From an optimization exercise on the open Yosys and OpenROAD flow, aimed at small area and a short achievable clock period; shortcuts taken in it are not production practice.
RTL that was checked went through simulation tests only; none was proved equivalent to the original.

==> run a: inputs <==
==> flow/design.v (excerpt) <==
module pu_net
#(
    parameter int DATA_WIDTH = 32,
    parameter int PROG_DEPTH = 16
) (
    input  wire logic                          clk,
    input  wire logic                          rst,
    input  wire logic                          prog_we,
    input  wire logic [$clog2(PROG_DEPTH)-1:0] prog_addr,
    input  wire logic [instr_width-1:0]        prog_data,
    input  wire logic                          start,
    input  wire logic [DATA_WIDTH-1:0]         in_data,
    input  wire logic [attr_width-1:0]         in_attr,
    output logic                               in_take,
    output logic                               out_valid,
    output logic      [DATA_WIDTH-1:0]         out_data,
    output logic [attr_width-1:0]              out_attr,
    output logic                               busy,
    output logic                               done
);
==> module pu_fram, before the edit <==
module pu_fram
#(
    parameter int DATA_WIDTH = 32
) (
    input  wire logic                  clk,
    input  wire logic                  rst,
    input  wire logic                  signal_wr,
    input  wire logic [1:0]            signal_addr,
    input  wire logic [DATA_WIDTH-1:0] bus_q_data,    
    input  wire logic [attr_width-1:0] bus_q_attr,
    input  wire logic                  signal_oe,
    output logic      [DATA_WIDTH-1:0] data_out,
    output logic [attr_width-1:0]      attr_out
);
    logic [DATA_WIDTH-1:0] words [4];
    logic [attr_width-1:0] attrs [4];
    logic [3:0]            full;
    logic                  pend_wr;
    logic [1:0]            pend_addr;
    logic                  hit, rd_word, rd_pend;
    always_ff @(posedge clk) begin
        if (rst) begin
            pend_wr <= 1'b0;
        end else begin
            pend_wr <= signal_wr;
        end
        if (signal_wr) begin
            pend_addr <= signal_addr;
        end
    end
    for (genvar i = 0; i < 4; i++) begin : g_word
        always_ff @(posedge clk) begin
            if (pend_wr && (pend_addr == 2'(i))) begin
                words[i] <= bus_q_data;
                attrs[i] <= bus_q_attr;  
            end
        end
    end
    always_ff @(posedge clk) begin
        if (rst) begin
            full <= '0;
        end else if (pend_wr) begin
            full[pend_addr] <= 1'b1;
        end
    end
    assign hit      = pend_wr && (pend_addr == signal_addr);
    assign rd_word  = signal_oe && full[signal_addr] && !hit;
    assign rd_pend  = signal_oe && hit;
    assign data_out = (rd_word ? words[signal_addr] : '0) | (rd_pend ? bus_q_data : '0);
    assign attr_out = (rd_word ? attrs[signal_addr] : '0) | (rd_pend ? bus_q_attr : '0);
endmodule
==> module pu_net, before the edit <==
module pu_net
#(
    parameter int DATA_WIDTH = 32,
    parameter int PROG_DEPTH = 16
) (
    input  wire logic                          clk,
    input  wire logic                          rst,
    input  wire logic                          prog_we,
    input  wire logic [$clog2(PROG_DEPTH)-1:0] prog_addr,
    input  wire logic [instr_width-1:0]        prog_data,
    input  wire logic                          start,
    input  wire logic [DATA_WIDTH-1:0]         in_data,
    input  wire logic [attr_width-1:0]         in_attr,
    output logic                               in_take,
    output logic                               out_valid,
    output logic      [DATA_WIDTH-1:0]         out_data,
    output logic [attr_width-1:0]              out_attr,
    output logic                               busy,
    output logic                               done
);
    logic                  s_ext, s_mult, s_accum, s_fram;
    logic                  d_mult, d_accum, d_fram, d_out;
    logic                  sel;
    logic [1:0]            addr;
    logic [DATA_WIDTH-1:0] mult_data, accum_data, fram_data, bus_data;
    logic [attr_width-1:0] mult_attr, accum_attr, fram_attr, bus_attr;
    logic [DATA_WIDTH-1:0] bus_q_data;
    logic [attr_width-1:0] bus_q_attr;
    pu_sequencer #(
        .PROG_DEPTH(PROG_DEPTH)
    ) i_pu_sequencer (
        .clk, .rst, .prog_we, .prog_addr, .prog_data, .start,
        .s_ext, .s_mult, .s_accum, .s_fram, .d_mult, .d_accum, .d_fram, .d_out,
        .sel, .addr, .busy, .done
    );
    assign in_take = s_ext;
    assign bus_data = (s_ext ? in_data : '0) | mult_data | accum_data | fram_data;
    assign bus_attr = (s_ext ? in_attr : '0) | mult_attr | accum_attr | fram_attr;
    always_ff @(posedge clk) begin
        bus_q_data <= bus_data;
        bus_q_attr <= bus_attr;
    end
    always_ff @(posedge clk) begin
        if (d_out) begin
            out_data <= bus_data;
            out_attr <= bus_attr;
        end
    end
    always_ff @(posedge clk) begin
        if (rst) begin
            out_valid <= 1'b0;
        end else begin
            out_valid <= d_out;
        end
    end
    pu_multiplier #(.DATA_WIDTH(DATA_WIDTH)) i_pu_multiplier (
        .clk, .rst, .signal_wr(d_mult), .signal_sel(sel),
        .bus_q_data, .bus_q_attr, .signal_oe(s_mult),
        .data_out(mult_data), .attr_out(mult_attr)
    );
    pu_accum #(.DATA_WIDTH(DATA_WIDTH)) i_pu_accum (
        .clk, .rst, .signal_wr(d_accum), .signal_sel(sel),
        .bus_q_data, .bus_q_attr, .signal_oe(s_accum),
        .data_out(accum_data), .attr_out(accum_attr)
    );
    pu_fram #(.DATA_WIDTH(DATA_WIDTH)) i_pu_fram (
        .clk, .rst, .signal_wr(d_fram), .signal_addr(addr),
        .bus_q_data, .bus_q_attr, .signal_oe(s_fram),
        .data_out(fram_data), .attr_out(fram_attr)
    );
endmodule
export LEC_CHECK = 0
export CAP_MARGIN = 20
export CORE_MARGIN = 2
export CORE_UTILIZATION = 40
export SLEW_MARGIN = 20
create_clock -name core_clock -period 10.0 [get_ports {clk}]
standard.sh (not shown) runs the stock make flow with config.mk's settings and CLKGATE_MAP_FILE= SYNTH_SCRIPT=/design/flow/synth_recipe.tcl, a recipe that flattens the netlist after the stock synthesis.
==> flow/flow/run.sh <==
#!/bin/bash
# Standard layout run through standard.sh with extra ORFS settings; make output goes to standard_flow.log.
set -euo pipefail
bash standard.sh finish "SETUP_SLACK_MARGIN=6.9" "BUFFER_PORTS_ARGS=-buffer_cell sky130_fd_sc_hd__buf_2" > standard_flow.log 2>&1
==> run b (differences from run a) <==
--- a/flow/design.v
+++ b/flow/design.v
@@ -215,6 +215,6 @@
     input  wire logic                  signal_wr,
     input  wire logic [1:0]            signal_addr,
-    input  wire logic [DATA_WIDTH-1:0] bus_q_data,    
-    input  wire logic [attr_width-1:0] bus_q_attr,
+    input  wire logic [DATA_WIDTH-1:0] data_in,
+    input  wire logic [attr_width-1:0] attr_in,
     input  wire logic                  signal_oe,
     output logic      [DATA_WIDTH-1:0] data_out,
@@ -224,22 +224,10 @@
     logic [attr_width-1:0] attrs [4];
     logic [3:0]            full;
-    logic                  pend_wr;
-    logic [1:0]            pend_addr;
-    logic                  hit, rd_word, rd_pend;
-    always_ff @(posedge clk) begin
-        if (rst) begin
-            pend_wr <= 1'b0;
-        end else begin
-            pend_wr <= signal_wr;
-        end
-        if (signal_wr) begin
-            pend_addr <= signal_addr;
-        end
-    end
+    logic                  rd;
     for (genvar i = 0; i < 4; i++) begin : g_word
         always_ff @(posedge clk) begin
-            if (pend_wr && (pend_addr == 2'(i))) begin
-                words[i] <= bus_q_data;
-                attrs[i] <= bus_q_attr;  
+            if (signal_wr && (signal_addr == 2'(i))) begin
+                words[i] <= data_in;
+                attrs[i] <= attr_in;  
             end
         end
@@ -248,13 +236,11 @@
         if (rst) begin
             full <= '0;
-        end else if (pend_wr) begin
-            full[pend_addr] <= 1'b1;
+        end else if (signal_wr) begin
+            full[signal_addr] <= 1'b1;
         end
     end
-    assign hit      = pend_wr && (pend_addr == signal_addr);
-    assign rd_word  = signal_oe && full[signal_addr] && !hit;
-    assign rd_pend  = signal_oe && hit;
-    assign data_out = (rd_word ? words[signal_addr] : '0) | (rd_pend ? bus_q_data : '0);
-    assign attr_out = (rd_word ? attrs[signal_addr] : '0) | (rd_pend ? bus_q_attr : '0);
+    assign rd       = signal_oe && full[signal_addr];
+    assign data_out = rd ? words[signal_addr] : '0;
+    assign attr_out = rd ? attrs[signal_addr] : '0;
 endmodule
 `default_nettype wire
@@ -401,10 +387,6 @@
         bus_q_attr <= bus_attr;
     end
-    always_ff @(posedge clk) begin
-        if (d_out) begin
-            out_data <= bus_data;
-            out_attr <= bus_attr;
-        end
-    end
+    assign out_data = bus_q_data;
+    assign out_attr = bus_q_attr;
     always_ff @(posedge clk) begin
         if (rst) begin
@@ -426,5 +408,5 @@
     pu_fram #(.DATA_WIDTH(DATA_WIDTH)) i_pu_fram (
         .clk, .rst, .signal_wr(d_fram), .signal_addr(addr),
-        .bus_q_data, .bus_q_attr, .signal_oe(s_fram),
+        .data_in(bus_data), .attr_in(bus_attr), .signal_oe(s_fram),
         .data_out(fram_data), .attr_out(fram_attr)
     );
==> flow/flow/run.sh (replaced) <==
#!/bin/bash
# Standard layout run through standard.sh with extra ORFS settings; make output goes to standard_flow.log.
set -euo pipefail
bash standard.sh finish "SETUP_SLACK_MARGIN=6.8" "BUFFER_PORTS_ARGS=-buffer_cell sky130_fd_sc_hd__buf_2" "TNS_END_PERCENT=0" "CTS_CLUSTER_DIAMETER=100" "CTS_CLUSTER_SIZE=24" "PLACE_DENSITY=0.75" "GPL_ROUTABILITY_DRIVEN=0" > standard_flow.log 2>&1
==> notes <==
- Of run b and run a, run a has the higher count of clock-buffer cells in the layout (gap 34).
- Against run a, the wire length of run b is lower by about 6%.
- Of run b and run a, run a has the higher area after synthesis (gap 5.2%, measured against run a).
- Against run b, the flip-flop and latch count of run a is higher by 39.
- Of run a and run b, run a has the higher via count (gap 2.3%, measured against run b).
- In run a the sequential share of layout area is lower than in run b, by 0.27 points.
The RTL of run a was laid out without a check of its function.

separate check: timing with driven ports:
Ports are ideal in the flow. The routed layouts listed here were re-timed in OpenROAD. Step 1: set_driving_cell puts a clkbuf_16 on clk and a buf_2 on each other input, an assumption about the parent block. Step 2 adds t to the input delays and takes it off the output delays; t is the mean of the earliest and latest rising clock arrival at the registers after step 1. Input paths then give back, and output paths get back, about the clock's delay inside the block. a / b / c = ideal ports / drivers / drivers and shift; a / b = the first two.
| run | t (ns) | setup slack, ns | worst setup path after step 2 | worst register clock-pin slew, ns | cell pins on the clock port's net |
|---|---|---|---|---|---|
| run a | 0.668 | 6.651 / 6.644 / 6.311 | input to register | 0.07 / 0.07 | 1 |
| run b | 0.645 | 6.674 / 6.613 / 6.096 | input to register | 0.10 / 0.10 | 1 |
After both steps every run listed still meets setup and hold. For run b, which loses most, drivers alone change the setup slack by -0.061 ns; drivers and shift together by -0.578 ns.
